Background: an optimization exercise with open tools, aiming at a short achievable clock period and few clock cycles. Do not read the settings as production practice.
At most, simulation tests tie the RTL to the original design; equivalence was not proved.
The RTL of runs 2 and 7 was laid out without a check of its function.
No activity file was given, so power comes from the tool's default toggle rates.

**design/flow/run.sh**
```bash
#!/bin/bash
# synth_recipe.tcl (not shown) runs the flow's synth.tcl, then flattens the netlist and writes it again
# the make line also repeats each setting of config.mk as NAME=value (left out here)
make -C /OpenROAD-flow-scripts/flow DESIGN_CONFIG=/design/flow/config.mk WORK_HOME=/design/flow/orfs CLKGATE_MAP_FILE= SYNTH_SCRIPT=/design/flow/synth_recipe.tcl finish
```
**design/flow/design.v**
```verilog
module icache_lru_way #(
   parameter int TAG_W = 27,
   parameter int AGE_W = 2
) (
   input  logic             valid,
   input  logic [TAG_W-1:0] tag,
   input  logic [TAG_W-1:0] req_tag,
   input  logic [AGE_W-1:0] age,
   input  logic [AGE_W-1:0] acc_age,
   input  logic             acc_sel,
   output logic             hit,
   output logic [AGE_W-1:0] age_nxt
);
   assign hit = valid && (tag == req_tag);
   always_comb begin
      age_nxt = age;
      if (acc_sel)
         age_nxt = '0;
      else if (age < acc_age)
         age_nxt = age + AGE_W'(1);
   end
endmodule
module icache_nway_lru #(
   parameter int ADDR_W = 32,
   parameter int WAYS   = 4,
   parameter int SETS   = 4,
   parameter int WPL    = 2
) (
   input  logic                clk,
   input  logic                reset,
   input  logic                proc_req,
   input  logic [ADDR_W-1:0]   address_from_proc,
   input  logic                flush,
   output logic [31:0]         data_to_proc,
   output logic                proc_resp_valid,
   output logic                hit_miss,
   output logic                busy,
   output logic                ram_req,
   output logic [ADDR_W-1:0]   address_to_ram,
   input  logic [32*WPL-1:0]   data_from_ram,
   input  logic                ram_access_done
);
   localparam int WSEL_W = $clog2(WPL);
   localparam int OFF    = WSEL_W + 2;
   localparam int IDX_W  = $clog2(SETS);
   localparam int TAG_W  = ADDR_W - OFF - IDX_W;
   localparam int AGE_W  = $clog2(WAYS);
   localparam int WAY_W  = AGE_W;
   typedef enum logic [1:0] {IDLE, LOOKUP, REFILL} state_t;
   typedef struct packed {
      logic [TAG_W-1:0]  tag;
      logic [IDX_W-1:0]  idx;
      logic [WSEL_W-1:0] word;
   } req_t;
   logic [SETS-1:0][WAYS-1:0][AGE_W-1:0] age_init;
   for (genvar gs = 0; gs < SETS; gs++) begin : g_age_init_s
      for (genvar gw = 0; gw < WAYS; gw++) begin : g_age_init_w
         assign age_init[gs][gw] = AGE_W'(gw);
      end
   end
   state_t state_q, state_d;
   req_t   req_q;
   logic [SETS-1:0][WAYS-1:0]                  valid_q;
   logic [SETS-1:0][WAYS-1:0][TAG_W-1:0]       tag_q;
   logic [SETS-1:0][WAYS-1:0][WPL-1:0][31:0]   line_q;
   logic [SETS-1:0][WAYS-1:0][AGE_W-1:0]       age_q;
   logic [WAY_W-1:0] victim_q;
   logic             flush_pend_q;
   logic [31:0]      data_q;
   logic             resp_q;
   logic             hit_miss_q;
   logic             ram_req_q;
   logic [ADDR_W-1:0] ram_addr_q;
   logic [WAYS-1:0]             way_hit;
   logic [WAYS-1:0][AGE_W-1:0]  age_nxt;
   logic                        any_hit;
   logic [WAY_W-1:0]            hit_way;
   logic [WAY_W-1:0]            victim;
   logic [WAY_W-1:0]            acc_way;
   logic [AGE_W-1:0]            acc_age;
   logic [WPL-1:0][31:0]        ram_words;
   logic                        flush_now;
   logic                        unused_byte_bits;
   assign ram_words        = data_from_ram;
   assign flush_now        = flush_pend_q || flush;
   assign unused_byte_bits = ^address_from_proc[1:0];
   assign acc_way = (state_q == LOOKUP) ? hit_way : victim_q;
   assign acc_age = age_q[req_q.idx][acc_way];
   for (genvar w = 0; w < WAYS; w++) begin : g_way
      icache_lru_way #(.TAG_W(TAG_W), .AGE_W(AGE_W)) u_way (
         .valid   (valid_q[req_q.idx][w]),
         .tag     (tag_q[req_q.idx][w]),
         .req_tag (req_q.tag),
         .age     (age_q[req_q.idx][w]),
         .acc_age (acc_age),
         .acc_sel (acc_way == WAY_W'(w)),
         .hit     (way_hit[w]),
         .age_nxt (age_nxt[w])
      );
   end
   assign any_hit = |way_hit;
   always_comb begin
      hit_way = '0;
      for (int w = WAYS - 1; w >= 0; w--)
         if (way_hit[w]) hit_way = WAY_W'(w);
   end
   always_comb begin
      victim = '0;
      for (int w = 0; w < WAYS; w++)
         if (age_q[req_q.idx][w] == AGE_W'(WAYS - 1)) victim = WAY_W'(w);
      for (int w = WAYS - 1; w >= 0; w--)
         if (!valid_q[req_q.idx][w]) victim = WAY_W'(w);
   end
   always_comb begin
      state_d = state_q;
      case (state_q)
         IDLE:    if (!flush_now && proc_req) state_d = LOOKUP;
         LOOKUP:  state_d = any_hit ? IDLE : REFILL;
         REFILL:  if (ram_access_done) state_d = IDLE;
         default: state_d = IDLE;
      endcase
   end
   always_ff @(posedge clk) begin
      if (!reset) state_q <= IDLE;
      else        state_q <= state_d;
   end
   always_ff @(posedge clk) begin
      if (!reset) begin
         req_q        <= '0;
         valid_q      <= '0;
         age_q        <= age_init;
         victim_q     <= '0;
         flush_pend_q <= 1'b0;
         data_q       <= '0;
         resp_q       <= 1'b0;
         hit_miss_q   <= 1'b1;
         ram_req_q    <= 1'b0;
         ram_addr_q   <= '0;
      end else begin
         resp_q <= 1'b0;
         case (state_q)
            IDLE: begin
               if (flush_now) begin
                  valid_q      <= '0;
                  age_q        <= age_init;
                  flush_pend_q <= 1'b0;
               end else if (proc_req) begin
                  req_q.tag  <= address_from_proc[ADDR_W-1:OFF+IDX_W];
                  req_q.idx  <= address_from_proc[OFF+IDX_W-1:OFF];
                  req_q.word <= address_from_proc[OFF-1:2];
               end
            end
            LOOKUP: begin
               if (flush) flush_pend_q <= 1'b1;
               if (any_hit) begin
                  data_q            <= line_q[req_q.idx][hit_way][req_q.word];
                  hit_miss_q        <= 1'b0;
                  resp_q            <= 1'b1;
                  age_q[req_q.idx]  <= age_nxt;
               end else begin
                  victim_q   <= victim;
                  ram_req_q  <= 1'b1;
                  ram_addr_q <= {req_q.tag, req_q.idx, OFF'(0)};
               end
            end
            REFILL: begin
               if (flush) flush_pend_q <= 1'b1;
               if (ram_access_done) begin
                  valid_q[req_q.idx][victim_q] <= 1'b1;
                  age_q[req_q.idx]             <= age_nxt;
                  ram_req_q                    <= 1'b0;
                  data_q                       <= ram_words[req_q.word];
                  hit_miss_q                   <= 1'b1;
                  resp_q                       <= 1'b1;
               end
            end
            default: ;
         endcase
      end
   end
   always_ff @(posedge clk) begin
      if (reset && state_q == REFILL && ram_access_done) begin
         tag_q[req_q.idx][victim_q]  <= req_q.tag;
         line_q[req_q.idx][victim_q] <= ram_words;
      end
   end
   assign data_to_proc    = data_q;
   assign proc_resp_valid = resp_q;
   assign hit_miss        = hit_miss_q;
   assign busy            = (state_q != IDLE);
   assign ram_req         = ram_req_q;
   assign address_to_ram  = ram_addr_q;
endmodule
```
**design/flow/config.mk**
```make
export PLATFORM = sky130hd
export DESIGN_NAME = icache_nway_lru
export DESIGN_NICKNAME = icache_nway_lru
export VERILOG_FILES = /design/flow/design.v
export SDC_FILE = /design/flow/constraint.sdc
export NUM_CORES = 8
export LEC_CHECK = 0
export ABC_CLOCK_PERIOD_IN_PS = 6000
export CAP_MARGIN = 20
export CORE_MARGIN = 2
export CORE_UTILIZATION = 40
export SETUP_SLACK_MARGIN = 0.8
export SLEW_MARGIN = 20
```
**design/flow/constraint.sdc**
```tcl
create_clock -name core_clock -period 8.5 [get_ports {clk}]
set_input_delay 1.7000 -clock core_clock [delete_from_list [all_inputs] [get_ports {clk}]]
set_output_delay 1.7000 -clock core_clock [all_outputs]
set_load 0.01 [all_outputs]
```
==> results.cfg, run 1 <==
[outcome]
status = no timing/DRC/antenna violations

[sta]
setup_tns_ns = 0
fin_crit_ns = 7.86
finalClockSkew_ns = 0.116
final-setup-viol-count = 0
drv_slew = 0
max_slew_margin_pct = 7.60
hold_violations = 0
rsz0062_at_grt = yes
whs_ns = 0.457
fin_crit_sh_pct = 92.4
fmax_ghz = 0.127
worstMarginPinSlew_ns = 1.37

[worst_setup_path]
ff2ff_setup_slack_ns = 0.64
critical_path_class = reg -> reg
cp.buffers_inverters = 9
critical_path_required_ns = 9.27
start_kind = flop
arrival_ns = 8.63
max_stage_delay_ns = 0.47
crit_start = req_q[1]
crit_top_cell = buf_4
crit_family = simple AND/OR/NAND/NOR gates
timing.rr.start = req_q[1]
rr_endpoint = age_q[15]
crit_path_end_kind = flop
worstPathMaxFanout = 17
critPathSlowestCell = nor3_2
reg2reg_depth = 32

[yosys]
yosys.cell_count.top_type = edfxtp_1
yosysTopAreaCell = edfxtp_1
synth_top_cell_area_share_pct = 39.0
syn-cell-area_um2 = 112000
yosys-top-cells-area = edfxtp_1, mux4_2, mux2_2
yosys_most_used_dff = edfxtp_1
avgSynthCellArea_um2 = 11.7
seq_area_frac_synth_pct = 41.6
ys_types = 112
ys_async_sr_fraction_pct = 0
yosys_warnings = 2
synth_edf_count = 1456
synth_common_cells = edfxtp_1, mux2_2, o21ai_0
synth.ff_latch_count = 1603
syn_inst = 9610

[routing]
ant_nets = 0
vias = 103000
post-route-drc-count = 0
avgViaCountPerCell = 7.43
first_iter_violations = 16100
drt-total-wl_mm = 695
wl_per_cell_um = 50.0
dr.pass1.iters = 9

[global_routing]
grt_pass1_vias = 95400
met1_usage_pct = 53.4
grt_max_degree = 203
overflow = 0
top_usage_layer = met2
grt_usage_pct = 47.4
grt_first_pass_wirelength_mm = 912
antenna_found_initial = 123
grt_use_met2_pct = 70.2
grt_use_met3_pct = 17.7

[finish]
drive_above_1_share_pct = 31.5
fin_area_um2 = 129000
fillers = 25400
syn_to_final_growth_pct = 15.3
nets = 10100

[clocking]
clk_pin_slew_ns = 0.06
cts-root-buf = clkbuf_16
ctsHoldBuffers = 0
clk_latency_ns = 0.93
numCtsBuffers = 190
cts_tree = built
clock_path_buffers = 4
clock_sinks = 1603
htreeDepth = 4

[power]
p_leak_nw = 41.3
powerDensity_nw_per_um2 = 179
report.power.total_mw = 23.2
ir_worst_vdd_mv = 0.209

[place]
io_buffers = 163
routabilityCongestion = 1.14
dpl.hpwl_mm = 509
postPlaceCellArea_um2 = 122000

[flow_run]
maxCapViolCount = 0

[die]
core.rowCount = 194
core_um2 = 279000
die_w_um = 534
dieHeight_um = 534
die-area_um2 = 285000
start_util_pct = 40.2
io_pins = 169

[worst_hold_path]
min_to = age_q[21]
hp-class = reg -> reg
min_from = age_q[21]
hold_depth = 2
==> area by class of cell <==
type	count	area (um^2)	area share, %
multi-input combinational	7014	61700	47.7
sequential	1603	46700	36.1
timing repair buffer	1050	9630	7.45
clock buffer	233	5000	3.86
tap	3724	4660	3.60
clock inverter	104	1110	0.861
antenna	127	318	0.246
inverter	54	211	0.164
==> cell usage in the layout (no fill, tap or decap), types with 74 or more instances in the layout <==
cell type / Yosys / final
clkdlybuf4s50_1: 0 / 162
nor3_1: 131 / 127
mux4_2: 695 / 695
xnor2_1: 82 / 74
edfxtp_1: 1456 / 1456
buf_12: 0 / 93
o21ai_0: 854 / 852
nor2b_1: 81 / 76
clkbuf_16: 0 / 192
a22o_1: 105 / 105
o22ai_1: 142 / 141
buf_4: 90 / 777
a22oi_1: 263 / 263
nand2_1: 800 / 776
diode_2: 0 / 127
mux2i_1: 620 / 612
nor2_1: 420 / 385
a21oi_1: 416 / 413
a211oi_1: 99 / 96
nand3_1: 140 / 139
mux2_2: 1123 / 1123
dfxtp_1: 147 / 143
==> tightest hold or removal path, stage by stage, from the launching register on <==
cell	delay (ns)
dfxtp_1	0.31
inv_1	0.05
a21oi_1	0.05
==> cells by family after synthesis <==
logic type	Yosys count	share of synthesized area [%]
buf+inv	995	4.15
flops	1603	41.6
simple gates	1914	7.81
xor+xnor	105	0.820
fa+ha+maj	40	0.459
compound gates	2498	14.2
other cells	1	0.00334
mux	2454	30.9
==> through the flow <==
step	cells	utilization, %	setup WS, ns
after global routing	13800	46.2	0.671
after global placement	13400	43.7	0.0586
after floorplan	9612	-	-4.09
after CTS	13800	46.0	0.838
after detailed placement	13400	43.7	0.165
final	13900	46.3	0.644
==> what timing repair did <==
item / in CTS / in global routing
hold endpoints to repair: 0 / 0
gates resized for setup: 27 / 43
pin swaps: 4 / 8
endpoints found under the setup margin: 70 / 114
gates cloned: 0 / 1
setup buffers: 21 / 16
==> worst max path at each step <==
stage / to / cells past startpoint
2_1_floorplan: line_q[0] / 3
3_3_place_gp: age_q[17] / 29
3_5_place_dp: age_q[9] / 30
4_1_cts: age_q[9] / 28
5_1_grt: age_q[15] / 31
6_report: age_q[15] / 32
==> state kept, by name, summed over array words and instances (netlist names), 16 cells and up <==
register and flops:
req_q 30, valid_q 16, tag_q 432, age_q 32
data_q 32, line_q 1024, ram_addr_q 29
==> power by group <==
group	switching (mW)	internal, mW	leakage, nW
combinational	4.35	1.72	24.0
sequential	0.114	8.61	14.3
clock	3.57	4.80	2.97
total	8.02	15.1	41.3
==> routing by layer <==
| layer | part of all wire [%] | routed length [um] |
|---|---|---|
| met5 | 0.15 | 1070 |
| met3 | 12 | 80100 |
| met4 | 11 | 76700 |
| met2 | 43 | 300000 |
| met1 | 34 | 237000 |
Testbench counts, summed over its fixed seeds: cycles 68,721.
==> run 2, diff against run 1 <==
==> design/flow/design.v (replaced) <==
module icache_nway_lru #(
   parameter int ADDR_W = 32,
   parameter int WAYS   = 4,
   parameter int SETS   = 4,
   parameter int WPL    = 2
) (
   input  logic                clk,
   input  logic                reset,
   input  logic                proc_req,
   input  logic [ADDR_W-1:0]   address_from_proc,
   input  logic                flush,
   output logic [31:0]         data_to_proc,
   output logic                proc_resp_valid,
   output logic                hit_miss,
   output logic                busy,
   output logic                ram_req,
   output logic [ADDR_W-1:0]   address_to_ram,
   input  logic [32*WPL-1:0]   data_from_ram,
   input  logic                ram_access_done
);
   localparam int WSEL_W = $clog2(WPL);
   localparam int OFF    = WSEL_W + 2;
   localparam int IDX_W  = $clog2(SETS);
   localparam int TAG_W  = ADDR_W - OFF - IDX_W;
   localparam int AGE_W  = $clog2(WAYS);
   localparam int WAY_W  = AGE_W;
   logic [SETS-1:0][WAYS-1:0][AGE_W-1:0] age_init;
   for (genvar gs = 0; gs < SETS; gs++) begin : g_age_init_s
      for (genvar gw = 0; gw < WAYS; gw++) begin : g_age_init_w
         assign age_init[gs][gw] = AGE_W'(gw);
      end
   end
   logic [SETS-1:0][WAYS-1:0]                  valid_q;
   logic [SETS-1:0][WAYS-1:0][TAG_W-1:0]       tag_q;
   logic [SETS-1:0][WAYS-1:0][WPL-1:0][31:0]   line_q;
   logic [SETS-1:0][WAYS-1:0][AGE_W-1:0]       age_q;
   logic [ADDR_W-1:0] addr_q;        
   logic [WAY_W-1:0]  hit_way_q;     
   logic              ram_req_q;     
   logic              resp_q;
   logic              hit_miss_q;
   logic              flush_pend_q;  
   logic [31:0]       data_q;
   logic [TAG_W-1:0]  in_tag;
   logic [IDX_W-1:0]  in_idx;
   logic [WSEL_W-1:0] in_word;
   logic              accept;    
   logic              lookup;    
   logic [WAYS-1:0]   way_hit;
   logic              any_hit;
   logic [WAY_W-1:0]  hit_way;
   logic [31:0]       hit_data;
   assign in_tag  = address_from_proc[ADDR_W-1:OFF+IDX_W];
   assign in_idx  = address_from_proc[OFF+IDX_W-1:OFF];
   assign in_word = address_from_proc[OFF-1:2];
   assign accept  = proc_req && !ram_req_q;
   assign lookup  = accept && !flush;
   always_comb begin
      for (int w = 0; w < WAYS; w++)
         way_hit[w] = lookup && valid_q[in_idx][w] && (tag_q[in_idx][w] == in_tag);
   end
   assign any_hit = |way_hit;
   always_comb begin
      hit_way  = '0;
      hit_data = '0;
      for (int w = 0; w < WAYS; w++) begin
         if (way_hit[w]) hit_way = WAY_W'(w);
         hit_data = hit_data | ({32{way_hit[w]}} & line_q[in_idx][w][in_word]);
      end
   end
   logic [IDX_W-1:0]            req_idx;
   logic [WSEL_W-1:0]           req_word;
   logic                        done;
   logic                        hit_upd;
   logic [WAY_W-1:0]            victim;
   logic [WAY_W-1:0]            acc_way;
   logic [AGE_W-1:0]            acc_age;
   logic [WAYS-1:0][AGE_W-1:0]  age_nxt;
   logic [WPL-1:0][31:0]        ram_words;
   assign req_idx   = addr_q[OFF+IDX_W-1:OFF];
   assign req_word  = addr_q[OFF-1:2];
   assign done      = ram_req_q && ram_access_done;
   assign hit_upd   = resp_q && !hit_miss_q;    
   assign ram_words = data_from_ram;
   always_comb begin
      victim = '0;
      for (int w = 0; w < WAYS; w++)
         if (age_q[req_idx][w] == AGE_W'(WAYS - 1)) victim = WAY_W'(w);
      for (int w = WAYS - 1; w >= 0; w--)
         if (!valid_q[req_idx][w]) victim = WAY_W'(w);
   end
   assign acc_way = ram_req_q ? victim : hit_way_q;
   assign acc_age = age_q[req_idx][acc_way];
   always_comb begin
      for (int w = 0; w < WAYS; w++) begin
         age_nxt[w] = age_q[req_idx][w];
         if (acc_way == WAY_W'(w))
            age_nxt[w] = '0;
         else if (age_q[req_idx][w] < acc_age)
            age_nxt[w] = age_q[req_idx][w] + AGE_W'(1);
      end
   end
   always_ff @(posedge clk) begin
      if (accept) addr_q <= address_from_proc;
      hit_way_q <= hit_way;
      data_q    <= ram_req_q ? ram_words[req_word] : hit_data;
   end
   always_ff @(posedge clk) begin
      if (!reset) begin
         valid_q      <= '0;
         age_q        <= age_init;
         ram_req_q    <= 1'b0;
         resp_q       <= 1'b0;
         hit_miss_q   <= 1'b1;
         flush_pend_q <= 1'b0;
      end else begin
         resp_q     <= any_hit || done;
         hit_miss_q <= ram_req_q;
         if (ram_req_q) begin
            if (ram_access_done) ram_req_q <= 1'b0;
         end else begin
            ram_req_q <= proc_req && !any_hit;
         end
         if (flush && !ram_req_q) begin
            valid_q <= '0;
            age_q   <= age_init;
         end else if (done) begin
            flush_pend_q <= 1'b0;
            if (flush || flush_pend_q) begin
               valid_q <= '0;
               age_q   <= age_init;
            end else begin
               valid_q[req_idx][victim] <= 1'b1;
               age_q[req_idx]           <= age_nxt;
            end
         end else begin
            if (ram_req_q && flush) flush_pend_q <= 1'b1;
            if (hit_upd) age_q[req_idx] <= age_nxt;
         end
      end
   end
   always_ff @(posedge clk) begin
      if (reset && done) begin
         tag_q[req_idx][victim]  <= addr_q[ADDR_W-1:OFF+IDX_W];
         line_q[req_idx][victim] <= ram_words;
      end
   end
   assign data_to_proc    = data_q;
   assign proc_resp_valid = resp_q;
   assign hit_miss        = hit_miss_q;
   assign busy            = ram_req_q;
   assign ram_req         = ram_req_q;
   assign address_to_ram  = {addr_q[ADDR_W-1:OFF], OFF'(0)};
endmodule
==> run 2 against run 1 <==
Net effect: hold slack gained 0.029 ns; sequential cell count shrank 31; count of clock-buffer cells in the layout grew 21; wire length shrank 15%; critical endpoint is now tag_q[261]; highest routed layer unchanged.
==> results.cfg, run 2 <==
[clocking]
cts-root-buf = clkbuf_16
htreeDepth = 4
clock_sinks = 1572
numCtsBuffers = 190
clk_pin_slew_ns = 0.06
cts_tree = built
clk_latency_ns = 0.90
clock_path_buffers = 4

[global_routing]
overflow = 0
grt_pass1_vias = 90600
grt_first_pass_wirelength_mm = 797
grt_usage_pct = 40.1
antenna_found_initial = 71
grt_max_degree = 201

[place]
dpl.hpwl_mm = 419
postPlaceCellArea_um2 = 120000
pre_cts_slack_ns = 0.359
io_buffers = 163
routabilityCongestion = 1.12

[yosys]
yosysTopAreaCell = edfxtp_1
syn-cell-area_um2 = 113000
yosys_most_used_dff = edfxtp_1
synth_common_cells = edfxtp_1, mux2_2, o21ai_0
avgSynthCellArea_um2 = 12.1
ys_async_sr_fraction_pct = 0
synth_edf_count = 1486
yosys-top-cells-area = edfxtp_1, mux4_2, mux2_2
synth_top_cell_area_share_pct = 39.6
synth.ff_latch_count = 1572
syn_inst = 9327
yosys_warnings = 1
yosys.cell_count.top_type = edfxtp_1
ys_types = 112
seq_area_frac_synth_pct = 41.1

[worst_setup_path]
reg2reg_depth = 23
start_kind = flop
rr_endpoint = tag_q[261]
crit_chain = buf_4, mux4_2, ha_1, or2_2, o22ai_2, nand2_1, nand3_1, inv_2, fa_1, inv_1, ha_1, ha_1, a21o_1, nor2_1, a311oi_1, o211ai_1, buf_12, nor2_1, o2111ai_2, buf_4, nor2_1, nand2_1, o2111ai_1
critPathSlowestCell = nor2_1
ff2ff_setup_slack_ns = 0.73
timing.rr.start = addr_q[3]
critical_path_class = reg -> reg
critical_path_required_ns = 9.17
crit_path_end_kind = flop
arrival_ns = 8.45
max_stage_delay_ns = 0.95
worstPathMaxFanout = 47

[sta]
final-setup-viol-count = 0
hold_violations = 0
finalClockSkew_ns = 0.0651
max_slew_margin_pct = 9.77
fmax_ghz = 0.129
worstMarginPinSlew_ns = 1.35
drv_slew = 0
setup_tns_ns = 0
fin_crit_ns = 7.77
rsz0062_at_grt = yes
fin_crit_sh_pct = 91.4
worst_slack_ns = 0.728

[finish]
largest_register_ffs = 1024
utilization_pct = 45.2
nets = 9487
multiInputGateArea_um2 = 62000
reg_top3 = line_q x1024, tag_q x432
seq_area_um2 = 46300
layout_commonest_cell = edfxtp_1
fillers = 25400
drive_above_1_share_pct = 31.4
syn_to_final_growth_pct = 12.1
layout_common_cells = edfxtp_1, mux2_2, o21ai_0
registers.top_by_ff_count = line_q
fin_area_um2 = 126000

[worst_hold_path]
hold_depth = 2
hp-class = reg -> reg
min_from = age_q[0]
min_to = age_q[0]

[die]
dieHeight_um = 535
io_pins = 169
die-area_um2 = 286000
core.rowCount = 194
die_w_um = 535
start_util_pct = 40.3
core_um2 = 280000

[routing]
wl_per_cell_um = 44.5
post-route-drc-count = 0
dr.pass1.iters = 10
vias = 96800
drt-total-wl_mm = 590
avgViaCountPerCell = 7.30
ant_nets = 0
first_iter_violations = 15800

[flow_run]
maxCapViolCount = 0

[power]
p_comb_share_pct = 26.7
p_sw_share_pct = 34.6
clkPwrFrac_pct = 35.2
ir_worst_vdd_mv = 0.179
p_sw_mw = 8.03
report.power.total_mw = 23.2
p_leak_nw = 39.9
internal_power_mw = 15.2
powerDensity_nw_per_um2 = 184
p_seq_share_pct = 38.1

[outcome]
status = no timing/DRC/antenna violations
run 2: per-stage QoR:
step / instances / hold slack, ns
floorplan: 9329 / 0.436
global placement: 12900 / 0.455
detailed placement: 12900 / 0.464
CTS: 13200 / 0.487
global route: 13200 / 0.503
finish: 13300 / 0.487
run 2: final cells by class:
class | count | share of cell area (%)
Sequential cell | 1572 | 36.7
Inverter | 62 | 0.193
Multi-Input combinational cell | 6767 | 49.1
Tap cell | 3724 | 3.69
Antenna cell | 49 | 0.0970
Clock inverter | 86 | 0.656
Timing Repair Buffer | 748 | 5.49
Clock buffer | 254 | 4.14
run 2: worst max path at each step:
stage                     cells past startpoint  slack [ns]          to            start
after floorplan                               1       -3.87   line_q[0]  ram_access_done
after global placement                       21        0.34  tag_q[189]        addr_q[3]
after detailed placement                     21        0.36  tag_q[191]        addr_q[3]
after CTS                                    23        0.80   tag_q[84]        addr_q[4]
after global routing                         26        0.71   tag_q[12]        addr_q[3]
final                                        23        0.73  tag_q[261]        addr_q[3]
run 2: kinds of logic after synthesis:
| family | count (synthesis) | share of synthesized area, % |
|---|---|---|
| fa+ha+maj | 45 | 0.506 |
| mux | 2434 | 31.8 |
| buf+inv | 990 | 4.32 |
| simple gates | 1907 | 8.26 |
| xor+xnor | 88 | 0.684 |
| compound gates | 2290 | 13.3 |
| flops | 1572 | 41.1 |
| other cells | 1 | 0.00333 |
run 2: repair_timing:
| item | 4_1_cts | 5_1_grt |
|---|---|---|
| setup buffers | 9 | 7 |
| pin swaps | 2 | 0 |
| setup endpoints to repair | 181 | 342 |
| gates resized for setup | 10 | 20 |
| hold buffers | 0 | 0 |
| cloned | 0 | 1 |
run 2: per-layer routing:
metal  share of wire, %  global-route usage [%]  wire (um)
met4                9.6                    30.3      56400
met2                 42                    58.1     249000
met1                 36                    49.5     213000
met5               0.14                       0        829
met3                 12                    13.4      71500
run 2: power groups by stage:
stage / Sequential, mW / Combinational (mW) / Clock (mW)
after floorplan: 8.94 / 3.20 / 0
after global routing: 8.85 / 6.20 / 8.52
after detailed placement: 8.99 / 5.78 / 0
after CTS: 8.83 / 5.82 / 8.25
after global placement: 8.99 / 5.78 / 0
final: 8.86 / 6.20 / 8.17
run 2: critical path, delay by kind of cell, from the launching register on:
kind	cells	cell delay [ns]
multiplexers	1	0.57
buffers and inverters	5	1.00
AND/OR/NAND/NOR	7	2.51
AO/OA/AOI/OAI	6	1.47
adder cells (fa/ha/maj)	4	1.61
flip-flops	1	0.34
==> run 3, diff against run 2 <==
==> design/flow/design.v (replaced) <==
module icache_nway_lru #(
   parameter int ADDR_W = 32,
   parameter int WAYS   = 4,
   parameter int SETS   = 4,
   parameter int WPL    = 2
) (
   input  logic                clk,
   input  logic                reset,
   input  logic                proc_req,
   input  logic [ADDR_W-1:0]   address_from_proc,
   input  logic                flush,
   output logic [31:0]         data_to_proc,
   output logic                proc_resp_valid,
   output logic                hit_miss,
   output logic                busy,
   output logic                ram_req,
   output logic [ADDR_W-1:0]   address_to_ram,
   input  logic [32*WPL-1:0]   data_from_ram,
   input  logic                ram_access_done
);
   localparam int WSEL_W = $clog2(WPL);
   localparam int OFF    = WSEL_W + 2;
   localparam int IDX_W  = $clog2(SETS);
   localparam int TAG_W  = ADDR_W - OFF - IDX_W;
   localparam int NPAIR  = WAYS * (WAYS - 1) / 2;
   logic [SETS-1:0][WAYS-1:0]                  valid_q;
   logic [SETS-1:0][WAYS-1:0][TAG_W-1:0]       tag_q;
   logic [SETS-1:0][WAYS-1:0][WPL-1:0][31:0]   line_q;
   logic [SETS-1:0][NPAIR-1:0]                 ord_q;
   logic [SETS-1:0][WAYS-1:0]                  vic_q;
   logic [ADDR_W-1:OFF] addr_q;      
   logic [TAG_W-1:0]    req_tag_q;   
   logic [SETS-1:0]     req_set_q;   
   logic [WSEL_W-1:0]   req_word_q;
   logic [WAYS-1:0]     hit_oh_q;    
   logic                hit_q;       
   logic                ram_req_q;   
   logic                resp_q;
   logic                hit_miss_q;
   logic                flush_pend_q;  
   logic [31:0]         data_q;
   logic [TAG_W-1:0]    in_tag;
   logic [IDX_W-1:0]    in_idx;
   logic [WSEL_W-1:0]   in_word;
   logic [SETS-1:0]     in_set;
   logic                accept;    
   logic                lookup;    
   logic [WAYS-1:0]     way_hit;
   logic                any_hit;
   logic [31:0]         hit_data;
   assign in_tag  = address_from_proc[ADDR_W-1:OFF+IDX_W];
   assign in_idx  = address_from_proc[OFF+IDX_W-1:OFF];
   assign in_word = address_from_proc[OFF-1:2];
   assign accept  = proc_req && !ram_req_q;
   assign lookup  = accept && !flush;
   always_comb begin
      for (int s = 0; s < SETS; s++)
         in_set[s] = (in_idx == IDX_W'(s));
   end
   always_comb begin
      for (int w = 0; w < WAYS; w++) begin
         way_hit[w] = 1'b0;
         for (int s = 0; s < SETS; s++)
            way_hit[w] = way_hit[w] ||
                         (in_set[s] && valid_q[s][w] && (tag_q[s][w] == in_tag));
         way_hit[w] = way_hit[w] && lookup;
      end
   end
   assign any_hit = |way_hit;
   always_comb begin
      hit_data = '0;
      for (int w = 0; w < WAYS; w++)
         for (int s = 0; s < SETS; s++)
            hit_data = hit_data |
                       ({32{way_hit[w] && in_set[s]}} & line_q[s][w][in_word]);
   end
   logic              done;
   logic              upd;        
   logic [WAYS-1:0]   cur_valid;
   logic [NPAIR-1:0]  cur_ord;
   logic [WAYS-1:0]   cur_vic;
   logic [WAYS-1:0]   acc;        
   logic [WAYS-1:0]   nxt_valid;
   logic [NPAIR-1:0]  nxt_ord;
   logic [WAYS-1:0]   lru;
   logic [WAYS-1:0]   nxt_vic;
   assign done = ram_req_q && ram_access_done;
   assign upd  = done || hit_q;
   always_comb begin
      cur_valid = '0;
      cur_ord   = '0;
      cur_vic   = '0;
      for (int s = 0; s < SETS; s++)
         if (req_set_q[s]) begin
            cur_valid = cur_valid | valid_q[s];
            cur_ord   = cur_ord   | ord_q[s];
            cur_vic   = cur_vic   | vic_q[s];
         end
   end
   assign acc       = ram_req_q ? cur_vic : hit_oh_q;
   assign nxt_valid = cur_valid | acc;
   always_comb begin
      int p;
      nxt_ord = cur_ord;
      p = 0;
      for (int i = 0; i < WAYS; i++)
         for (int j = i + 1; j < WAYS; j++) begin
            if (acc[i])      nxt_ord[p] = 1'b0;
            else if (acc[j]) nxt_ord[p] = 1'b1;
            p++;
         end
   end
   always_comb begin
      int p;
      lru = '1;
      p = 0;
      for (int i = 0; i < WAYS; i++)
         for (int j = i + 1; j < WAYS; j++) begin
            if (nxt_ord[p]) lru[j] = 1'b0;
            else            lru[i] = 1'b0;
            p++;
         end
   end
   always_comb begin
      logic found;
      nxt_vic = '0;
      found   = 1'b0;
      for (int w = 0; w < WAYS; w++)
         if (!nxt_valid[w] && !found) begin
            nxt_vic[w] = 1'b1;
            found      = 1'b1;
         end
      if (!found) nxt_vic = lru;
   end
   always_ff @(posedge clk) begin
      addr_q   <= address_from_proc[ADDR_W-1:OFF];
      hit_oh_q <= way_hit;
      data_q   <= ram_req_q ? data_from_ram[32*req_word_q +: 32] : hit_data;
      if (accept) begin
         req_tag_q  <= in_tag;
         req_set_q  <= in_set;
         req_word_q <= in_word;
      end
   end
   always_ff @(posedge clk) begin
      if (!reset) begin
         ram_req_q    <= 1'b0;
         resp_q       <= 1'b0;
         hit_q        <= 1'b0;
         hit_miss_q   <= 1'b1;
         flush_pend_q <= 1'b0;
      end else begin
         resp_q     <= any_hit || done;
         hit_q      <= any_hit;
         hit_miss_q <= ram_req_q;
         if (ram_req_q) begin
            if (ram_access_done) ram_req_q <= 1'b0;
         end else begin
            ram_req_q <= proc_req && !any_hit;
         end
         if (done)                 flush_pend_q <= 1'b0;
         else if (ram_req_q && flush) flush_pend_q <= 1'b1;
      end
   end
   logic clear;
   assign clear = !reset || (flush && !ram_req_q) || (done && (flush || flush_pend_q));
   always_ff @(posedge clk) begin
      for (int s = 0; s < SETS; s++) begin
         if (clear) begin
            valid_q[s] <= '0;
            ord_q[s]   <= '0;
            vic_q[s]   <= WAYS'(1);
         end else if (upd && req_set_q[s]) begin
            valid_q[s] <= nxt_valid;
            ord_q[s]   <= nxt_ord;
            vic_q[s]   <= nxt_vic;
         end
      end
   end
   always_ff @(posedge clk) begin
      for (int s = 0; s < SETS; s++)
         for (int w = 0; w < WAYS; w++)
            if (reset && done && req_set_q[s] && vic_q[s][w]) begin
               tag_q[s][w]  <= req_tag_q;
               line_q[s][w] <= data_from_ram;
            end
   end
   assign data_to_proc    = data_q;
   assign proc_resp_valid = resp_q;
   assign hit_miss        = hit_miss_q;
   assign busy            = ram_req_q;
   assign ram_req         = ram_req_q;
   assign address_to_ram  = {addr_q, OFF'(0)};
endmodule
--- a/design/flow/config.mk
+++ b/design/flow/config.mk
@@ -7,7 +7,7 @@
 export LEC_CHECK = 0
-export ABC_CLOCK_PERIOD_IN_PS = 6000
+export ABC_CLOCK_PERIOD_IN_PS = 2000
 export CAP_MARGIN = 20
 export CORE_MARGIN = 2
-export CORE_UTILIZATION = 40
-export SETUP_SLACK_MARGIN = 0.8
+export CORE_UTILIZATION = 60
+export SETUP_SLACK_MARGIN = 5
 export SLEW_MARGIN = 20
==> run 3 against run 2 <==
Net effect: cell area fell by 40%; critical path depth shrank 10; worst setup slack improved by 4.0 ns; first-iteration DRC count shrank 69%; still clean on timing, DRC and antenna.
==> results.cfg, run 3 <==
[outcome]
status = no timing/DRC/antenna violations

[routing]
vias = 36600
first_iter_violations = 4935
drt-total-wl_mm = 181
wl_per_cell_um = 31.7
ant_nets = 0
post-route-drc-count = 0
avgViaCountPerCell = 6.42
dr.pass1.iters = 5

[yosys]
yosys.cell_count.top_type = edfxtp_1
seq_area_frac_synth_pct = 74.3
syn_inst = 3753
ys_types = 67
yosys_most_used_dff = edfxtp_1
synth_common_cells = edfxtp_1, mux2i_1, xor2_1
yosys-top-cells-area = edfxtp_1, mux2i_1, xor2_1
synth_top_cell_area_share_pct = 70.3
synth_edf_count = 1488
syn-cell-area_um2 = 63500
yosysTopAreaCell = edfxtp_1
synth.ff_latch_count = 1614
avgSynthCellArea_um2 = 16.9
yosys_warnings = 1
ys_async_sr_fraction_pct = 0

[finish]
fillers = 6590
largest_register_ffs = 1024
layoutNonFillerInstCount = 5702
syn_to_final_growth_pct = 19.7
layout_commonest_cell = edfxtp_1
layout_common_cells = edfxtp_1, mux2i_1, xor2_1
utilization_pct = 72.3
drive_above_1_share_pct = 18.7
registers.top_by_ff_count = line_q
fin_area_um2 = 76000
reg_top3 = line_q x1024, tag_q x432, data_q x32
nets = 4269

[place]
postPlaceCellArea_um2 = 66300
routabilityCongestion = 0.850
io_buffers = 163
pre_cts_slack_ns = 2.78
dp.cells = 5155
dpl.hpwl_mm = 82.5

[power]
p_sw_share_pct = 20.9
report.power.total_mw = 16.6
p_leak_nw = 25.9
p_seq_share_pct = 53.2
ir_worst_vdd_mv = 0.207
p_comb_share_pct = 5.3
p_sw_mw = 3.47
clkPwrFrac_pct = 41.5
internal_power_mw = 13.1
powerDensity_nw_per_um2 = 218

[worst_setup_path]
start_kind = input port
timing.rr.start = req_set_q[0]
worstPathMaxFanout = 5
max_stage_delay_ns = 0.56
arrival_ns = 4.41
cp.buffers_inverters = 5
critical_path_class = in -> reg
crit_top_cell = buf_12
critical_path_required_ns = 9.16
crit_path_end_kind = flop
crit_family = simple AND/OR/NAND/NOR gates
critPathSlowestCell = or4_4
crit_chain = clkdlybuf4s15_2, buf_12, xor2_1, nor4_2, nand4_1, or4_4, o311ai_4, buf_4, buf_12, buf_12, and3_1, a311oi_1, a32oi_1
ff2ff_setup_slack_ns = 5.14
crit_start = address_from_proc[27]

[global_routing]
met1_usage_pct = 45.7
top_usage_layer = met2
grt_max_degree = 137
overflow = 0
grt_pass1_vias = 36200
grt_use_met2_pct = 54.2
grt_usage_pct = 33.2
grt_use_met3_pct = 6.14
grt_first_pass_wirelength_mm = 253
antenna_found_initial = 22

[clocking]
ctsHoldBuffers = 0
cts_tree = built
clock_path_buffers = 3
clk_pin_slew_ns = 0.06
numCtsBuffers = 161
clk_latency_ns = 0.77
clock_sinks = 1614
cts-root-buf = clkbuf_16
htreeDepth = 4

[die]
dieHeight_um = 329
core_um2 = 105000
core.rowCount = 119
die_w_um = 329
io_pins = 169
die-area_um2 = 108000
start_util_pct = 60.4

[worst_hold_path]
min_from = ord_q[23]
hp-class = reg -> reg

[sta]
worst_slack_ns = 4.75
whs_ns = 0.460
max_slew_margin_pct = 13.1
finalClockSkew_ns = 0.0267
final-setup-viol-count = 0
rsz0062_at_grt = yes
hold_violations = 0
worstMarginPinSlew_ns = 1.30
drv_slew = 0
setup_tns_ns = 0
fin_crit_ns = 3.75
fin_crit_sh_pct = 44.1
fmax_ghz = 0.267

[flow_run]
maxCapViolCount = 0
==> run 3: changes by cell type in the layout (fill, tap and decap cells not counted), moves of 125 or more <==
cell	previous run	this run
mux2_2	1135	86
mux4_2	805	0
buf_4	510	126
nor3_1	139	4
o21ai_0	858	53
nor2_1	248	86
a21oi_1	280	74
xor2_1	7	342
o221ai_1	125	0
nand2_1	801	89
==> run 3: kinds of logic (layout without fill, tap and decap cells) <==
kind of cell / count (synthesis) / count (layout) / synth area share [%]
other cells: 1 / 14 / 0.00590
buf+inv: 224 / 737 / 2.03
flops: 1614 / 1614 / 74.3
xor+xnor: 432 / 432 / 5.96
compound gates: 538 / 539 / 5.65
mux: 544 / 544 / 8.74
simple gates: 400 / 431 / 3.30
==> run 3: per-layer routing <==
metal	vias to the layer above	routed length (um)
li1	15500	-
met1	19000	70900
met2	1831	88300
met3	310	16600
met4	14	4720
met5	-	85
==> run 3: worst min-delay path, stage by stage (launching register included) <==
cell and delay [ns]:
dfxtp_1 0.31, nand2_1 0.05, a21oi_1 0.05
==> run 3: timing repair <==
action,CTS,global route
endpoints found under the setup margin,1496,528
pin swaps,96,42
buffers inserted,170,20
gates resized for setup,402,67
gates cloned,46,3
==> run 3: layout make-up <==
type | instances | area, um^2 | share of cell area [%]
antenna | 11 | 27.5 | 0.0362
clock buffer | 245 | 4730 | 6.22
clock inverter | 50 | 393 | 0.517
inverter | 2 | 7.51 | 0.00988
multi-input combinational | 1949 | 16400 | 21.5
sequential | 1614 | 47200 | 62.1
tap | 1391 | 1740 | 2.29
timing repair buffer | 440 | 5540 | 7.29
==> run 3: final timing paths <==
path,endpoint,cells past startpoint
worst max-delay path,data_q[30],13
worst min-delay path,ord_q[23],2
worst min register to register,ord_q[23],2
worst max register to register,vic_q[5],8
==> run 3: power groups by stage <==
| stage | clock, mW | combinational [mW] | sequential, mW |
|---|---|---|---|
| floorplan | 0 | 0.409 | 8.93 |
| global placement | 0 | 0.666 | 8.98 |
| detailed placement | 0 | 0.684 | 8.98 |
| CTS | 6.94 | 0.852 | 8.82 |
| global route | 7.25 | 0.926 | 8.81 |
| finish | 6.87 | 0.883 | 8.82 |
Testbench counts of run 3, summed over its fixed seeds: cycles 44,675.
==> run 4, diff against run 3 <==
--- a/design/flow/config.mk
+++ b/design/flow/config.mk
@@ -10,3 +10,3 @@
 export CORE_MARGIN = 2
-export CORE_UTILIZATION = 60
+export CORE_UTILIZATION = 40
 export SETUP_SLACK_MARGIN = 5
==> run 4 against run 3 <==
Net effect: wire length up 1.5%; synthesized cell count unchanged; sequential power about the same; hold slack worse by 0.0046 ns; largest cell class unchanged; cell area up 0.91%.
==> results.cfg, run 4 <==
[outcome]
status = no timing/DRC/antenna violations

[global_routing]
overflow = 0
grt_max_degree = 157
grt_usage_pct = 21.7
antenna_found_initial = 20
grt_first_pass_wirelength_mm = 251
grt_pass1_vias = 34400

[worst_setup_path]
crit_path_end_kind = flop
start_kind = input port
critPathSlowestCell = and3_2
arrival_ns = 4.02
max_stage_delay_ns = 0.74
critical_path_class = in -> reg
critical_path_required_ns = 8.91
worstPathMaxFanout = 24
crit_chain = clkdlybuf4s50_1, nand2_1, nor2_4, buf_12, buf_4, and3_2
ff2ff_setup_slack_ns = 5.20

[routing]
vias = 35900
dr.pass1.iters = 6
avgViaCountPerCell = 5.62
post-route-drc-count = 0
first_iter_violations = 4129
ant_nets = 0
wl_per_cell_um = 28.8
drt-total-wl_mm = 183

[finish]
syn_to_final_growth_pct = 20.8
layout_commonest_cell = edfxtp_1
fin_area_um2 = 76700
layout_common_cells = edfxtp_1, mux2i_1, xor2_1
largest_register_ffs = 1024
layoutNonFillerInstCount = 6375
registers.top_by_ff_count = line_q
reg_top3 = line_q x1024, tag_q x432, data_q x32
drive_above_1_share_pct = 18.8
nets = 4253

[sta]
hold_violations = 0
fin_crit_ns = 3.61
fin_crit_sh_pct = 42.4
drv_slew = 0
whs_ns = 0.455
rsz0062_at_grt = yes
setup_tns_ns = 0
max_slew_margin_pct = 25.6
final-setup-viol-count = 0
fmax_ghz = 0.277
finalClockSkew_ns = 0.0345
worstMarginPinSlew_ns = 1.12

[clocking]
cts_tree = built
clk_pin_slew_ns = 0.06
htreeDepth = 4
ctsHoldBuffers = 0
cts-root-buf = clkbuf_16
clock_path_buffers = 3
numCtsBuffers = 168
clock_sinks = 1614
clk_latency_ns = 0.80

[worst_hold_path]
hp-class = reg -> reg

[die]
core_um2 = 158000
core.rowCount = 146
io_pins = 169
die_w_um = 402
dieHeight_um = 402
start_util_pct = 40.2
die-area_um2 = 162000

[yosys]
synth_top_cell_area_share_pct = 70.3
yosys_most_used_dff = edfxtp_1
yosys_warnings = 1
synth.ff_latch_count = 1614
synth_common_cells = edfxtp_1, mux2i_1, xor2_1
yosys.cell_count.top_type = edfxtp_1
ys_types = 67
yosys-top-cells-area = edfxtp_1, mux2i_1, xor2_1
syn-cell-area_um2 = 63500
avgSynthCellArea_um2 = 16.9
yosysTopAreaCell = edfxtp_1
seq_area_frac_synth_pct = 74.3
synth_edf_count = 1488
ys_async_sr_fraction_pct = 0
syn_inst = 3753

[flow_run]
maxCapViolCount = 0

[place]
postPlaceCellArea_um2 = 67300
dpl.hpwl_mm = 84.7
routabilityCongestion = 0.794
dp.cells = 5839
io_buffers = 163

[power]
powerDensity_nw_per_um2 = 220
p_leak_nw = 25.9
ir_worst_vdd_mv = 0.203
==> run 4: logic make-up (layout without fill, tap and decap cells) <==
logic type / after synthesis / after routing / synth area share [%]
compound gates: 538 / 538 / 5.65
other cells: 1 / 9 / 0.00590
buf+inv: 224 / 736 / 2.03
xor+xnor: 432 / 432 / 5.96
mux: 544 / 544 / 8.74
simple gates: 400 / 430 / 3.30
flops: 1614 / 1614 / 74.3
==> run 4: final timing paths <==
check | end | start | depth (start not counted)
worst max-delay path | line_q[907] | ram_access_done | 6
worst max register to register | vic_q[9] | req_set_q[1] | 8
worst min-delay path | ord_q[5] | ord_q[5] | 2
worst min register to register | ord_q[5] | ord_q[5] | 2
==> run 4: layer usage <==
metal / GRT usage [%] / vias to the layer above / share of wire, %
met5: 0 / - / 0.054
met4: 6.40 / 16 / 3.1
met3: 4.17 / 285 / 8.5
met2: 35.1 / 1620 / 48
met1: 29.7 / 18500 / 41
li1: - / 15500 / -
==> run 4: what timing repair did <==
item                                   in CTS  in global routing
gates resized for setup                   323                165
pin swaps                                  63                 79
setup endpoints to repair                1274                754
buffers inserted                           89                 79
gates cloned                               37                  9
endpoints found under the hold margin       0                  0
==> run 4: layout make-up <==
class	count	area, um^2
diodes	6	15.0
clock buffers	248	4800
clock inverters	67	621
fillers	13100	81300
inverters	2	7.51
multi-input cells	1947	16300
flip-flops and latches	1614	47200
well taps	2072	2590
repair buffers	419	5140
==> run 4: through the flow <==
| step | setup WS (ns) | utilization [%] | power [mW] |
|---|---|---|---|
| after floorplan | 4.65 | - | 9.34 |
| after global placement | 2.50 | 42.5 | 9.68 |
| after detailed placement | 2.49 | 42.6 | 9.69 |
| after CTS | 4.81 | 47.5 | 16.9 |
| after global routing | 4.83 | 48.5 | 17.3 |
| final | 4.89 | 48.5 | 16.8 |
==> run 4: worst max-delay path: cells and delay by family <==
kind                   cells  cell delay [ns]
buffers and inverters      3             0.95
AND/OR/NAND/NOR            3             1.33
==> run 4: where the power goes <==
| group | internal [mW] | switching (mW) | leakage (nW) | total, mW |
|---|---|---|---|---|
| clock | 4.11 | 3.07 | 2.63 | 7.18 |
| combinational | 0.332 | 0.508 | 8.82 | 0.840 |
| sequential | 8.73 | 0.0896 | 14.4 | 8.82 |
| total | 13.2 | 3.67 | 25.9 | 16.8 |
==> run 5, diff against run 4 <==
--- a/design/flow/config.mk
+++ b/design/flow/config.mk
@@ -7,3 +7,3 @@
 export LEC_CHECK = 0
-export ABC_CLOCK_PERIOD_IN_PS = 2000
+export ABC_CLOCK_PERIOD_IN_PS = 100
 export CAP_MARGIN = 20
==> run 5 against run 4 <==
Net effect: final cell count stayed put; wire length stayed put; sequential share of layout area did not move; sequential cell count unchanged; core utilization is the same; sequential power hardly changed; hold slack unchanged; combinational power barely moved; largest cell class unchanged; cell area unchanged; largest power group unchanged.
==> results.cfg, run 5 <==
[outcome]
status = no timing/DRC/antenna violations

[place]
postPlaceCellArea_um2 = 67300
dp.cells = 5839
pre_cts_slack_ns = 2.49
dpl.hpwl_mm = 84.7
io_buffers = 163
routabilityCongestion = 0.794

[die]
dieHeight_um = 402
core_um2 = 158000
io_pins = 169
core.rowCount = 146
die-area_um2 = 162000
die_w_um = 402
start_util_pct = 40.2

[global_routing]
antenna_found_initial = 20
grt_first_pass_wirelength_mm = 251
grt_pass1_vias = 34400
overflow = 0
grt_max_degree = 157
grt_usage_pct = 21.7

[worst_setup_path]
arrival_ns = 4.02
crit_family = simple AND/OR/NAND/NOR gates
crit_chain = clkdlybuf4s50_1, nand2_1, nor2_4, buf_12, buf_4, and3_2
critPathSlowestCell = and3_2
cp.buffers_inverters = 3
start_kind = input port
critical_path_required_ns = 8.91
crit_path_end_kind = flop
max_stage_delay_ns = 0.74
critical_path_class = in -> reg
worstPathMaxFanout = 24

[routing]
first_iter_violations = 4129
wl_per_cell_um = 28.8
ant_nets = 0
vias = 35900
avgViaCountPerCell = 5.62
post-route-drc-count = 0
drt-total-wl_mm = 183
dr.pass1.iters = 6

[yosys]
ys_types = 67
synth_edf_count = 1488
seq_area_frac_synth_pct = 74.3
yosys_most_used_dff = edfxtp_1
synth.ff_latch_count = 1614
yosysTopAreaCell = edfxtp_1
ys_async_sr_fraction_pct = 0
yosys.cell_count.top_type = edfxtp_1
yosys_warnings = 1
yosys-top-cells-area = edfxtp_1, mux2i_1, xor2_1
synth_top_cell_area_share_pct = 70.3
avgSynthCellArea_um2 = 16.9
syn_inst = 3753
syn-cell-area_um2 = 63500
synth_common_cells = edfxtp_1, mux2i_1, xor2_1

[clocking]
clk_pin_slew_ns = 0.06
clock_sinks = 1614
cts_tree = built
cts-root-buf = clkbuf_16
htreeDepth = 4
clock_path_buffers = 3
clk_latency_ns = 0.80
ctsHoldBuffers = 0
numCtsBuffers = 168

[finish]
layout_commonest_cell = edfxtp_1
layoutNonFillerInstCount = 6375
layout_common_cells = edfxtp_1, mux2i_1, xor2_1
nets = 4253
syn_to_final_growth_pct = 20.8
reg_top3 = line_q x1024, tag_q x432, data_q x32
fin_area_um2 = 76700
drive_above_1_share_pct = 18.8
registers.top_by_ff_count = line_q
multiInputGateArea_um2 = 16300
seq_area_um2 = 47200
fillers = 13100
largest_register_ffs = 1024

[sta]
worst_slack_ns = 4.89
fmax_ghz = 0.277
whs_ns = 0.455
fin_crit_sh_pct = 42.4
setup_tns_ns = 0
drv_slew = 0
hold_violations = 0
finalClockSkew_ns = 0.0345
final-setup-viol-count = 0
max_slew_margin_pct = 25.6
rsz0062_at_grt = yes
fin_crit_ns = 3.61
worstMarginPinSlew_ns = 1.12

[power]
p_leak_nw = 25.9
ir_worst_vdd_mv = 0.203
powerDensity_nw_per_um2 = 220

[flow_run]
maxCapViolCount = 0

[worst_hold_path]
hp-class = reg -> reg
run 5: cell counts after synthesis:
No cell type changed its count.
run 5: layout make-up:
class | instances | area share (%)
Inverter | 2 | 0.00979
Tap cell | 2072 | 3.38
Clock inverter | 67 | 0.809
Clock buffer | 248 | 6.26
Multi-Input combinational cell | 1947 | 21.3
Antenna cell | 6 | 0.0196
Timing Repair Buffer | 419 | 6.71
Sequential cell | 1614 | 61.6
run 5: report_power, final:
group | total (mW) | internal [mW] | leakage, nW | switching [mW]
Combinational | 0.840 | 0.332 | 8.82 | 0.508
Clock | 7.18 | 4.11 | 2.63 | 3.07
Sequential | 8.82 | 8.73 | 14.4 | 0.0896
run 5: cells by family after synthesis:
family,synth area share (%)
flops,74.3
compound gates,5.65
mux,8.74
buf+inv,2.03
other cells,0.00590
xor+xnor,5.96
simple gates,3.30
run 5: worst paths after layout:
| check | from | endpoint | slack, ns | cells after the start |
|---|---|---|---|---|
| max | ram_access_done | line_q[907] | 4.89 | 6 |
| min | ord_q[5] | ord_q[5] | 0.46 | 2 |
| max reg2reg | req_set_q[1] | vic_q[9] | 5.20 | 8 |
| min reg2reg | ord_q[5] | ord_q[5] | 0.46 | 2 |
run 5: repair_timing:
action / CTS / global route
pin swaps: 63 / 79
buffers inserted: 89 / 79
endpoints found under the setup margin: 1274 / 754
gates cloned: 37 / 9
resized for setup: 323 / 165
run 5: layer usage:
layer	vias up	wire length, um	global-route usage [%]
met1	18500	74800	29.7
met2	1620	87200	35.1
li1	15500	-	-
met5	-	99	0
met4	16	5670	6.40
met3	285	15600	4.17
run 5: metrics by stage:
step | total power [mW] | utilization [%]
2_1_floorplan | 9.34 | -
3_3_place_gp | 9.68 | 42.5
3_5_place_dp | 9.69 | 42.6
4_1_cts | 16.9 | 47.5
5_1_grt | 17.3 | 48.5
6_report | 16.8 | 48.5
run 5: worst reg2reg max path, stage by stage, from the launching register on:
cell      delay [ns]
edfxtp_1        0.82
a22oi_1         0.21
a31oi_1         0.58
nor2_1          0.29
nor3_1          0.33
nor2b_1         0.21
nor4bb_1        0.29
a21oi_1         0.15
a211oi_1        0.32
==> run 6, diff against run 5 <==
==> design/flow/flow/run.sh (new file) <==
#!/bin/bash
# Standard layout, with timing repair aiming further below the clock period.
set -euo pipefail
bash standard.sh SETUP_SLACK_MARGIN=6 finish > orfs_make.log 2>&1
==> design/flow/standard.sh (new file) <==
#!/bin/bash
# synth_recipe.tcl (not shown) runs the flow's synth.tcl, then flattens the netlist and writes it again
# the make line also repeats each setting of config.mk as NAME=value (left out here)
make -C /OpenROAD-flow-scripts/flow DESIGN_CONFIG=/design/flow/config.mk WORK_HOME=/design/flow/orfs CLKGATE_MAP_FILE= SYNTH_SCRIPT=/design/flow/synth_recipe.tcl "${@:-finish}"
removed: design/flow/run.sh
==> run 6 against run 5 <==
Net effect: sequential power about the same; first-iteration DRC count is 18% higher; die area is the same; clock power grew 2%; power grew 1.7%; clock skew increased by 0.015 ns; sequential cell count did not move; worst setup slack improved by 0.052 ns; sequential share of layout area shrank 3.6 points; via count increased by 6.7%.
==> results.cfg, run 6 <==
[outcome]
status = no timing/DRC/antenna violations

[routing]
ant_nets = 0
post-route-drc-count = 0
dr.pass1.iters = 8
vias = 38300
first_iter_violations = 4870
wl_per_cell_um = 31.8
drt-total-wl_mm = 210
avgViaCountPerCell = 5.79

[place]
postPlaceCellArea_um2 = 67300
io_buffers = 163
dp.cells = 5833
routabilityCongestion = 0.828
dpl.hpwl_mm = 83.9

[power]
p_leak_nw = 28.0
ir_worst_vdd_mv = 0.186
powerDensity_nw_per_um2 = 210

[sta]
fmax_ghz = 0.281
rsz0062_at_grt = yes
max_slew_margin_pct = 24.3
setup_tns_ns = 0
fin_crit_sh_pct = 41.8
fin_crit_ns = 3.56
drv_slew = 0
whs_ns = 0.457
finalClockSkew_ns = 0.0495
final-setup-viol-count = 0
worstMarginPinSlew_ns = 1.14
hold_violations = 0

[worst_setup_path]
start_kind = input port
reg2reg_depth = 12
crit_path_end_kind = flop
worstPathMaxFanout = 6
crit_end = data_q[4]
crit_top_cell = buf_12
cp.buffers_inverters = 7
ff2ff_setup_slack_ns = 5.59
timing.rr.start = tag_q[177]
critical_path_class = in -> reg
crit_chain = buf_6, buf_12, buf_4, xor2_1, nor4_1, nand4_1, o22a_1, o311ai_4, buf_12, buf_12, buf_12, buf_16, o21ai_2, o211a_1, a32oi_1
max_stage_delay_ns = 0.33
rr_endpoint = data_q[4]
crit_start = address_from_proc[7]
worst-path-stages = 15
critical_path_required_ns = 9.24
critPathSlowestCell = nor4_1
arrival_ns = 4.30
crit_family = buffers and inverters

[yosys]
yosysTopAreaCell = edfxtp_1
yosys.cell_count.top_type = edfxtp_1
yosys_most_used_dff = edfxtp_1
seq_area_frac_synth_pct = 74.3
synth_top_cell_area_share_pct = 70.3
yosys-top-cells-area = edfxtp_1, mux2i_1, xor2_1
yosys_warnings = 1
syn-cell-area_um2 = 63500
ys_types = 67
synth_common_cells = edfxtp_1, mux2i_1, xor2_1
ys_async_sr_fraction_pct = 0
syn_inst = 3753
synth.ff_latch_count = 1614
synth_edf_count = 1488
avgSynthCellArea_um2 = 16.9

[worst_hold_path]
hp-class = reg -> reg

[global_routing]
met1_usage_pct = 32.9
grt_max_degree = 133
overflow = 0
grt_use_met2_pct = 38.6
grt_use_met3_pct = 5.71
grt_usage_pct = 24.5
top_usage_layer = met2
grt_first_pass_wirelength_mm = 279
antenna_found_initial = 21
grt_pass1_vias = 36000

[clocking]
htreeDepth = 4
clock_path_buffers = 3
clock_sinks = 1614
cts-root-buf = clkbuf_16
clk_pin_slew_ns = 0.06
numCtsBuffers = 171
clk_latency_ns = 0.83
cts_tree = built
ctsHoldBuffers = 0

[die]
start_util_pct = 40.2
io_pins = 169
die-area_um2 = 162000
dieHeight_um = 402
core.rowCount = 146
core_um2 = 158000
die_w_um = 402

[finish]
utilization_pct = 51.7
layout_common_cells = edfxtp_1, mux2i_1, xor2_1
registers.top_by_ff_count = line_q
seq_area_um2 = 47300
layout_commonest_cell = edfxtp_1
layoutNonFillerInstCount = 6608
drive_above_1_share_pct = 27.0
multiInputGateArea_um2 = 17100
syn_to_final_growth_pct = 28.6
fillers = 12500
fin_area_um2 = 81700
largest_register_ffs = 1024
reg_top3 = line_q x1024, tag_q x432, data_q x32
nets = 4486

[flow_run]
maxCapViolCount = 0
## run 6: cell counts after synthesis
Identical to the previous run, type by type.
## run 6: power breakdown
group          switching [mW]  internal (mW)
logic                   0.575          0.402
registers              0.0886           8.73
clock network            3.18           4.15
total                    3.84           13.3
## run 6: cells by family after synthesis
kind of cell	synth area share (%)
compound gates	5.65
simple gates	3.30
other cells	0.00590
mux	8.74
xor+xnor	5.96
flops	74.3
buf+inv	2.03
## run 6: worst min-delay path, stage by stage (launching register included)
cell and delay (ns):
dfxtp_1 0.31, nand2_1 0.05, a21oi_1 0.05
## run 6: worst min-delay path by stage
stage / startpoint / endpoint / slack [ns] / cells past startpoint
finish: ord_q[19] / ord_q[19] / 0.46 / 2
global route: ord_q[5] / ord_q[5] / 0.47 / 2
CTS: ord_q[18] / ord_q[18] / 0.45 / 2
detailed placement: ord_q[18] / ord_q[18] / 0.45 / 2
global placement: ord_q[19] / ord_q[19] / 0.44 / 2
floorplan: ord_q[12] / ord_q[12] / 0.44 / 2
## run 6: layout make-up
cell class / instances / area share, %
clock buffers: 234 / 5.70
multi-input cells: 1964 / 21.0
clock inverters: 87 / 1.03
well taps: 2072 / 3.17
inverters: 2 / 0.0245
repair buffers: 632 / 11.2
diodes: 3 / 0.00919
flip-flops and latches: 1614 / 57.9
## run 6: per-stage QoR
step | setup WS, ns | power [mW]
after floorplan | 4.89 | 9.36
after global placement | 2.52 | 9.69
after detailed placement | 2.49 | 9.70
after CTS | 5.00 | 17.1
after global routing | 4.95 | 17.5
final | 4.94 | 17.1
## run 6: layer usage
metal,share of wire [%],vias to the layer above
met5,0.061,-
met4,3.9,20
met3,10,383
met2,47,2154
met1,39,19700
li1,-,16000
## run 6: what timing repair did
| item | CTS | global route |
|---|---|---|
| setup buffers | 236 | 78 |
| cloned | 92 | 45 |
| endpoints found under the hold margin | 0 | 0 |
| gates resized for setup | 905 | 215 |
| pin swaps | 111 | 90 |
| setup endpoints to repair | 1616 | 736 |
==> run 7, diff against run 6 <==
--- a/design/flow/design.v
+++ b/design/flow/design.v
@@ -4,3 +4,4 @@
    parameter int SETS   = 4,
-   parameter int WPL    = 2
+   parameter int WPL    = 2,
+   parameter int NPART  = 2
 ) (
@@ -40,3 +41,3 @@
    logic                flush_pend_q;  
-   logic [31:0]         data_q;
+   logic [NPART-1:0][31:0] part_q;
    logic [TAG_W-1:0]    in_tag;
@@ -69,8 +70,23 @@
    assign any_hit = |way_hit;
+   logic [WAYS-1:0][31:0] cand;
+   always_comb begin
+      for (int w = 0; w < WAYS; w++) begin
+         cand[w] = '0;
+         for (int s = 0; s < SETS; s++)
+            cand[w] = cand[w] | ({32{in_set[s]}} & line_q[s][w][in_word]);
+      end
+   end
+   logic [NPART-1:0][31:0] part_d;
+   always_comb begin
+      for (int g = 0; g < NPART; g++) begin
+         part_d[g] = '0;
+         for (int w = g * WAYS / NPART; w < (g + 1) * WAYS / NPART; w++)
+            part_d[g] = part_d[g] | ({32{way_hit[w]}} & cand[w]);
+      end
+      if (ram_req_q) part_d[0] = data_from_ram[32*req_word_q +: 32];
+   end
    always_comb begin
       hit_data = '0;
-      for (int w = 0; w < WAYS; w++)
-         for (int s = 0; s < SETS; s++)
-            hit_data = hit_data |
-                       ({32{way_hit[w] && in_set[s]}} & line_q[s][w][in_word]);
+      for (int g = 0; g < NPART; g++)
+         hit_data = hit_data | part_q[g];
    end
@@ -137,3 +153,3 @@
       hit_oh_q <= way_hit;
-      data_q   <= ram_req_q ? data_from_ram[32*req_word_q +: 32] : hit_data;
+      part_q   <= part_d;
       if (accept) begin
@@ -187,3 +203,3 @@
    end
-   assign data_to_proc    = data_q;
+   assign data_to_proc    = hit_data;
    assign proc_resp_valid = resp_q;
--- a/design/flow/config.mk
+++ b/design/flow/config.mk
@@ -7,3 +7,3 @@
 export LEC_CHECK = 0
-export ABC_CLOCK_PERIOD_IN_PS = 100
+export ABC_CLOCK_PERIOD_IN_PS = 2000
 export CAP_MARGIN = 20
==> run 7 against run 6 <==
Net effect: final cell count is 9.8% lower; sequential cell count grew 32; critical path type is now reg -> out; sequential share of layout area up 2.4 points; hold slack worse by 0.0041 ns; core utilization decreased by 1.4 points; largest cell class unchanged; via count down 10%; fmax rose by 9.4%; count of clock-buffer cells in the layout shrank 11.
==> results.cfg, run 7 <==
[outcome]
status = no timing/DRC/antenna violations

[yosys]
synth.ff_latch_count = 1646
yosys_most_used_dff = edfxtp_1
synth_top_cell_area_share_pct = 70.6
avgSynthCellArea_um2 = 19.6
syn_inst = 3229
synth_common_cells = edfxtp_1, xor2_1, mux4_2
yosys-top-cells-area = edfxtp_1, mux4_2, dfxtp_1
synth_edf_count = 1488
yosysTopAreaCell = edfxtp_1
ys_async_sr_fraction_pct = 0
ys_types = 54
syn-cell-area_um2 = 63300
yosys_warnings = 1
seq_area_frac_synth_pct = 75.6
yosys.cell_count.top_type = edfxtp_1

[die]
die-area_um2 = 161000
dieHeight_um = 402
io_pins = 169
core_um2 = 158000
die_w_um = 402
core.rowCount = 146
start_util_pct = 40.1

[finish]
largest_register_ffs = 1024
layout_commonest_cell = edfxtp_1
drive_above_1_share_pct = 34.7
syn_to_final_growth_pct = 25.4
fillers = 12700
layout_common_cells = edfxtp_1, xor2_1, mux4_2
reg_top3 = line_q x1024, tag_q x432, part_q x64
registers.top_by_ff_count = line_q
layoutNonFillerInstCount = 5961
nets = 3844

[sta]
worst_slack_ns = 5.25
drv_slew = 0
rsz0062_at_grt = yes
fin_crit_sh_pct = 38.2
final-setup-viol-count = 0
setup_tns_ns = 0
fmax_ghz = 0.308
whs_ns = 0.453
worstMarginPinSlew_ns = 1.29
hold_violations = 0
max_slew_margin_pct = 13.8
fin_crit_ns = 3.25
finalClockSkew_ns = 0.0442

[routing]
post-route-drc-count = 0
vias = 34300
first_iter_violations = 4196
ant_nets = 0
drt-total-wl_mm = 190
dr.pass1.iters = 5
avgViaCountPerCell = 5.76
wl_per_cell_um = 31.8

[global_routing]
grt_pass1_vias = 33300
grt_first_pass_wirelength_mm = 263
grt_usage_pct = 23.4
overflow = 0
antenna_found_initial = 25
grt_max_degree = 137

[worst_setup_path]
critical_path_class = reg -> out
crit_family = flip-flops
worstPathMaxFanout = 1
crit_path_end_kind = output pin
crit_chain = or2_4, buf_6
timing.rr.start = ram_req_q
critPathSlowestCell = dfxtp_1
arrival_ns = 1.55
start_kind = flop
crit_start = part_q[63]
cp.buffers_inverters = 1
max_stage_delay_ns = 0.30
critical_path_required_ns = 6.80

[clocking]
cts-root-buf = clkbuf_16
cts_tree = built
htreeDepth = 4
clock_path_buffers = 3
ctsHoldBuffers = 0
clk_pin_slew_ns = 0.06
clk_latency_ns = 0.83
clock_sinks = 1646
numCtsBuffers = 169

[worst_hold_path]
min_from = ord_q[0]
hp-class = reg -> reg

[power]
p_sw_share_pct = 22.2
internal_power_mw = 13.6
clkPwrFrac_pct = 42.8
p_sw_mw = 3.90
p_comb_share_pct = 6.1
p_seq_share_pct = 51.1
report.power.total_mw = 17.5
p_leak_nw = 26.3
powerDensity_nw_per_um2 = 221
ir_worst_vdd_mv = 0.215

[place]
pre_cts_slack_ns = 2.80
dpl.hpwl_mm = 78.5
routabilityCongestion = 0.767
io_buffers = 163
dp.cells = 5355

[flow_run]
maxCapViolCount = 0
==> run 7: cell types whose count changed in the layout (fill, tap and decap cells not counted), moves of 29 or more <==
cell / previous run / this run
buf_12: 122 / 77
mux2i_1: 458 / 96
buf_4: 163 / 130
nor2_1: 84 / 14
or2_4: 0 / 32
mux4_2: 0 / 256
o22ai_1: 175 / 1
o21ai_0: 50 / 1
clkbuf_16: 204 / 175
dfxtp_1: 81 / 122
a21oi_1: 66 / 34
==> run 7: cells by family (layout without fill, tap and decap cells) <==
| group | count (synthesis) | in the layout | synth area share (%) |
|---|---|---|---|
| other | 1 | 6 | 0.00592 |
| multiplexers | 416 | 416 | 11.8 |
| AND/OR/NAND/NOR | 325 | 371 | 2.84 |
| AO/OA/AOI/OAI | 217 | 217 | 2.22 |
| buffers and inverters | 192 | 801 | 1.63 |
| flip-flops | 1646 | 1646 | 75.6 |
| XOR/XNOR | 432 | 432 | 5.99 |
==> run 7: cell type report <==
class                      instances  area (um^2)  share of cell area, %
antenna                            3         7.51                0.00946
clock inverter                    91         1090                   1.38
sequential                      1646        47900                   60.3
tap                             2072         2590                   3.27
timing repair buffer             474         6580                   8.28
multi-input combinational       1439        16600                   20.9
inverter                          13         53.8                 0.0678
clock buffer                     223         4570                   5.76
==> run 7: repair_timing <==
action | 4_1_cts | 5_1_grt
gates resized for setup | 896 | 139
setup buffers | 175 | 15
gates cloned | 93 | 5
hold endpoints to repair | 0 | 0
pin swaps | 156 | 54
endpoints found under the setup margin | 1608 | 405
==> run 7: metal layers <==
metal	wire, um	share of wire, %	vias up	GRT usage (%)
li1	-	-	14000	-
met4	5880	3.1	24	6.42
met1	77000	41	18300	32.8
met2	89100	47	1709	37.0
met5	149	0.079	-	0
met3	17500	9.2	315	4.99
==> run 7: power by group through the flow <==
stage	clock [mW]	combinational, mW	sequential, mW
after CTS	7.59	1.03	8.96
after global placement	0	0.784	9.13
after global routing	7.92	1.12	8.96
after floorplan	0	0.499	9.08
final	7.50	1.07	8.97
after detailed placement	0	0.792	9.14
==> run 7: tightest hold or removal path, cell delays in order (launching register included) <==
cell and delay (ns):
dfxtp_1 0.30, nand2_1 0.05, a21oi_1 0.05
==> run 7: path summary, 6_finish.rpt <==
path                                         end  slack (ns)  depth (start not counted)
worst min register to register          ord_q[0]        0.45                          2
worst min-delay path                    ord_q[0]        0.45                          2
worst max-delay path            data_to_proc[31]        5.25                          2
worst max register to register         ram_req_q        5.96                         10
==> run 7: metrics by stage <==
step           cell area, um^2  utilization (%)
3_5_place_dp             67600             42.8
4_1_cts                  78500             49.8
2_1_floorplan            64300                -
3_3_place_gp             67600             42.8
6_report                 79400             50.3
5_1_grt                  79400             50.3

==> static timing again, ports no longer ideal <==
The flow's constraints put no driver on any port. The routed layouts listed below were extracted and timed again, unchanged, in two steps. Step 1: set_driving_cell puts a clkbuf_16 on clk and a buf_2 on each other input, an assumption about the parent block. Step 2 times the ports against the registers' clock, not the clock port: input delays grow and output delays shrink by t, the midpoint of the rising clock arrivals with the driver on. Slacks: ideal ports / drivers / drivers and shift; pairs: ideal ports / drivers.
| run | t, ns | setup WS [ns] |
|---|---|---|
| run 1 | 0.985 | 0.644 / 0.644 / 0.644 |
| run 2 | 0.963 | 0.728 / 0.728 / 0.262 |
| run 3 | 0.824 | 4.748 / 4.783 / 3.960 |
| run 4 | 0.873 | 4.892 / 4.927 / 4.053 |
| run 5 | 0.873 | 4.892 / 4.927 / 4.053 |
| run 6 | 0.889 | 4.943 / 4.997 / 4.108 |
| run 7 | 0.898 | 5.249 / 5.157 / 4.348 |
After both steps setup and hold are still met in every run listed.
